This is an optimization exercise on Yosys and OpenROAD, whose aim is small area, not a production implementation. The RTL was checked by simulation tests, not by an equivalence proof against the original design. Power is estimated from default activity; no workload was simulated. The clock port is modelled as an ideal driver; clocking choices that lean on that would not hold on a real chip.

==> flow/design.v <==
module pe_relay_store #(
    parameter int WIDTH = 132
) (
    input  logic             clk,
    input  logic [WIDTH-1:0] i_data,
    input  logic             i_sel_h,
    input  logic             i_sel_in,
    input  logic             i_sel_t0,
    input  logic             i_sel_t1,
    input  logic             i_sel_t2,
    input  logic             i_we0,
    input  logic             i_we1,
    input  logic             i_we2,
    input  logic             i_keep0,
    input  logic             i_keep1,
    input  logic             i_keep2,
    output logic [WIDTH-1:0] o_head
);
    logic [WIDTH-1:0] r_head;
    logic [WIDTH-1:0] r_t0, r_t1, r_t2;
    always_ff @(posedge clk) begin
        r_head <= (r_head & {WIDTH{i_sel_h}})
                | (i_data & {WIDTH{i_sel_in}})
                | (r_t0   & {WIDTH{i_sel_t0}})
                | (r_t1   & {WIDTH{i_sel_t1}})
                | (r_t2   & {WIDTH{i_sel_t2}});
    end
    always_ff @(posedge clk) begin
        r_t0 <= (i_data & {WIDTH{i_we0}}) | (r_t0 & {WIDTH{i_keep0}});
        r_t1 <= (i_data & {WIDTH{i_we1}}) | (r_t1 & {WIDTH{i_keep1}});
        r_t2 <= (i_data & {WIDTH{i_we2}}) | (r_t2 & {WIDTH{i_keep2}});
    end
    assign o_head = r_head;
endmodule
module pe_relay_chan #(
    parameter int WIDTH    = 132,
    parameter int CNT_BITS = 3
) (
    input  logic                clk,
    input  logic                reset,
    input  logic                i_run,
    input  logic [WIDTH-1:0]    i_data,
    input  logic                i_valid,
    output logic                o_ready,
    output logic [WIDTH-1:0]    o_data,
    output logic                o_valid,
    input  logic                i_ready,
    output logic [CNT_BITS-1:0] o_count
);
    logic [WIDTH-1:0]    w_head;
    logic [CNT_BITS-1:0] r_count;
    logic [1:0]          r_rp;       
    logic [1:0]          r_wp;       
    logic w_empty, w_one, w_full;
    logic w_ready, w_valid, w_push, w_pop;
    logic w_head_in, w_head_tail, w_tail_wr;
    logic w_sel_h, w_sel_in, w_sel_t0, w_sel_t1, w_sel_t2;
    logic w_we0, w_we1, w_we2;
    always_comb begin
        w_empty = (r_count == 3'd0);
        w_one   = (r_count == 3'd1);
        w_full  = r_count[2];
        w_ready = i_run && !w_full;
        w_valid = i_run && !w_empty;
        w_push  = i_valid && w_ready;
        w_pop   = w_valid && i_ready;
        w_head_in   = w_push && (w_empty || (w_one && w_pop));
        w_head_tail = w_pop && !w_empty && !w_one;
        w_tail_wr   = w_push && !w_head_in;
        w_sel_in = !reset && w_head_in;
        w_sel_t0 = !reset && w_head_tail && (r_rp == 2'd0);
        w_sel_t1 = !reset && w_head_tail && (r_rp == 2'd1);
        w_sel_t2 = !reset && w_head_tail && (r_rp == 2'd2);
        w_sel_h  = !reset && !w_head_in && !w_head_tail;
        w_we0 = w_tail_wr && (r_wp == 2'd0);
        w_we1 = w_tail_wr && (r_wp == 2'd1);
        w_we2 = w_tail_wr && (r_wp == 2'd2);
    end
    pe_relay_store #(.WIDTH(WIDTH)) u_store (
        .clk(clk), .i_data(i_data),
        .i_sel_h(w_sel_h), .i_sel_in(w_sel_in),
        .i_sel_t0(w_sel_t0), .i_sel_t1(w_sel_t1), .i_sel_t2(w_sel_t2),
        .i_we0(w_we0), .i_we1(w_we1), .i_we2(w_we2),
        .i_keep0(!w_we0), .i_keep1(!w_we1), .i_keep2(!w_we2),
        .o_head(w_head)
    );
    always_ff @(posedge clk) begin
        if (reset) begin
            r_count <= 3'd0;
            r_rp    <= 2'd0;
            r_wp    <= 2'd0;
        end else begin
            if (w_tail_wr)   r_wp <= (r_wp == 2'd2) ? 2'd0 : r_wp + 2'd1;
            if (w_head_tail) r_rp <= (r_rp == 2'd2) ? 2'd0 : r_rp + 2'd1;
            case ({w_push, w_pop})
                2'b10:   r_count <= r_count + 3'd1;
                2'b01:   r_count <= r_count - 3'd1;
                default: r_count <= r_count;
            endcase
        end
    end
    always_comb begin
        o_ready = w_ready;
        o_valid = w_valid;
        o_data  = w_head;
        o_count = r_count;
    end
endmodule
module pe_relay_fifo3 #(
    parameter int EAST_WIDTH  = 132,
    parameter int NORTH_WIDTH = 164,
    parameter int SOUTH_WIDTH = 164,
    parameter int DEPTH       = 4,
    parameter int CNT_BITS    = $clog2(DEPTH) + 1
) (
    input  logic                   clk,
    input  logic                   reset,
    input  logic                   ap_start,
    input  logic [EAST_WIDTH-1:0]  in_from_east,
    input  logic                   in_east_valid,
    output logic                   in_east_ready,
    output logic [EAST_WIDTH-1:0]  out_to_east,
    output logic                   out_east_valid,
    input  logic                   out_east_ready,
    input  logic [NORTH_WIDTH-1:0] in_from_north,
    input  logic                   in_north_valid,
    output logic                   in_north_ready,
    output logic [NORTH_WIDTH-1:0] out_to_north,
    output logic                   out_north_valid,
    input  logic                   out_north_ready,
    input  logic [SOUTH_WIDTH-1:0] in_from_south,
    input  logic                   in_south_valid,
    output logic                   in_south_ready,
    output logic [SOUTH_WIDTH-1:0] out_to_south,
    output logic                   out_south_valid,
    input  logic                   out_south_ready,
    output logic [CNT_BITS-1:0]    east_count,
    output logic [CNT_BITS-1:0]    north_count,
    output logic [CNT_BITS-1:0]    south_count,
    output logic                   busy
);
    logic [CNT_BITS-1:0] w_east_count;
    logic [CNT_BITS-1:0] w_north_count;
    logic [CNT_BITS-1:0] w_south_count;
    pe_relay_chan #(.WIDTH(EAST_WIDTH), .CNT_BITS(CNT_BITS)) u_east (
        .clk(clk), .reset(reset), .i_run(ap_start),
        .i_data(in_from_east), .i_valid(in_east_valid), .o_ready(in_east_ready),
        .o_data(out_to_east), .o_valid(out_east_valid), .i_ready(out_east_ready),
        .o_count(w_east_count)
    );
    pe_relay_chan #(.WIDTH(NORTH_WIDTH), .CNT_BITS(CNT_BITS)) u_north (
        .clk(clk), .reset(reset), .i_run(ap_start),
        .i_data(in_from_north), .i_valid(in_north_valid), .o_ready(in_north_ready),
        .o_data(out_to_north), .o_valid(out_north_valid), .i_ready(out_north_ready),
        .o_count(w_north_count)
    );
    pe_relay_chan #(.WIDTH(SOUTH_WIDTH), .CNT_BITS(CNT_BITS)) u_south (
        .clk(clk), .reset(reset), .i_run(ap_start),
        .i_data(in_from_south), .i_valid(in_south_valid), .o_ready(in_south_ready),
        .o_data(out_to_south), .o_valid(out_south_valid), .i_ready(out_south_ready),
        .o_count(w_south_count)
    );
    always_comb begin
        east_count  = w_east_count;
        north_count = w_north_count;
        south_count = w_south_count;
        busy        = (w_east_count != {CNT_BITS{1'b0}}) ||
                      (w_north_count != {CNT_BITS{1'b0}}) ||
                      (w_south_count != {CNT_BITS{1'b0}});
    end
endmodule
export LEC_CHECK = 0
export CAP_MARGIN = 20
export CORE_MARGIN = 2
export CORE_UTILIZATION = 70
export SLEW_MARGIN = 20
export SYNTH_HIERARCHICAL = 1
create_clock -name core_clock -period 5.0 [get_ports {clk}]
standard.sh (not shown) runs the stock make flow with config.mk's settings and CLKGATE_MAP_FILE= SYNTH_SCRIPT=/design/flow/synth_recipe.tcl, a recipe that flattens the netlist after the stock synthesis.
==> flow/flow/run.sh <==
#!/bin/bash
# Standard ORFS layout (standard synthesis included) with the smallest
# buffer on every port and a clock tree of clkbuf_16 clusters without dummy loads.
set -euo pipefail
export BUFFER_PORTS_ARGS="-buffer_cell sky130_fd_sc_hd__buf_1"
export CTS_ARGS="-sink_clustering_enable -repair_clock_nets -dont_use_dummy_load -buf_list {sky130_fd_sc_hd__clkbuf_16} -sink_clustering_size 30 -sink_clustering_max_diameter 120"
bash standard.sh finish > standard_flow.log 2>&1
Next try:
--- a/flow/design.v
+++ b/flow/design.v
@@ -70,13 +70,13 @@
         w_sel_in = !reset && w_head_in;
         w_sel_t0 = !reset && w_head_tail && (r_rp == 2'd0);
         w_sel_t1 = !reset && w_head_tail && (r_rp == 2'd1);
         w_sel_t2 = !reset && w_head_tail && (r_rp == 2'd2);
         w_sel_h  = !reset && !w_head_in && !w_head_tail;
-        w_we0 = w_tail_wr && (r_wp == 2'd0);
-        w_we1 = w_tail_wr && (r_wp == 2'd1);
-        w_we2 = w_tail_wr && (r_wp == 2'd2);
+        w_we0 = !reset && w_tail_wr && (r_wp == 2'd0);
+        w_we1 = !reset && w_tail_wr && (r_wp == 2'd1);
+        w_we2 = !reset && w_tail_wr && (r_wp == 2'd2);
     end
     pe_relay_store #(.WIDTH(WIDTH)) u_store (
         .clk(clk), .i_data(i_data),
         .i_sel_h(w_sel_h), .i_sel_in(w_sel_in),
         .i_sel_t0(w_sel_t0), .i_sel_t1(w_sel_t1), .i_sel_t2(w_sel_t2),
=> Global-route usage hardly moves. Clock power barely changes. Power came out lower by 3.9%. Combinational power came out lower by 9.4%. Wire length came out higher by 0.31%. Hold slack got worse by 0.017 ns. Worst setup slack got worse by 0.035 ns. Count of clock-buffer cells in the layout does not change. Sequential cell count stays the same. Utilization came out higher by 0.13 points. Fmax came out lower by 1.1%.

==> port drivers added, routing unchanged <==
In the flow no input, the clock included, has a driving cell. The finished layouts below were timed again as built, in two steps. Step 1, drivers: a clkbuf_16 drives clk and a buf_2 each remaining input, both assumed. Step 2 moves the port delays by t, midway between the first and last clock arrival at a register: inputs arrive t later, outputs are due t later. That takes back most of the time a late clock gives input paths. Slacks: no drivers / after step 1 / after step 2; pairs: no drivers / after step 1.
run	t, ns	slack for setup (ns)	worst setup path after step 2	slew at the worst register clock pin (ns)	pins driven straight from the clock port
the first run	0.731	1.691 / 1.616 / 1.430	input to register	0.11 / 0.11	1
the second run	0.726	1.655 / 1.611 / 1.038	input to register	0.12 / 0.12	1
After both steps setup and hold are still met in every run listed. The setup slack of the second run, which loses most, moves by -0.044 ns with the drivers and by -0.617 ns with both steps.
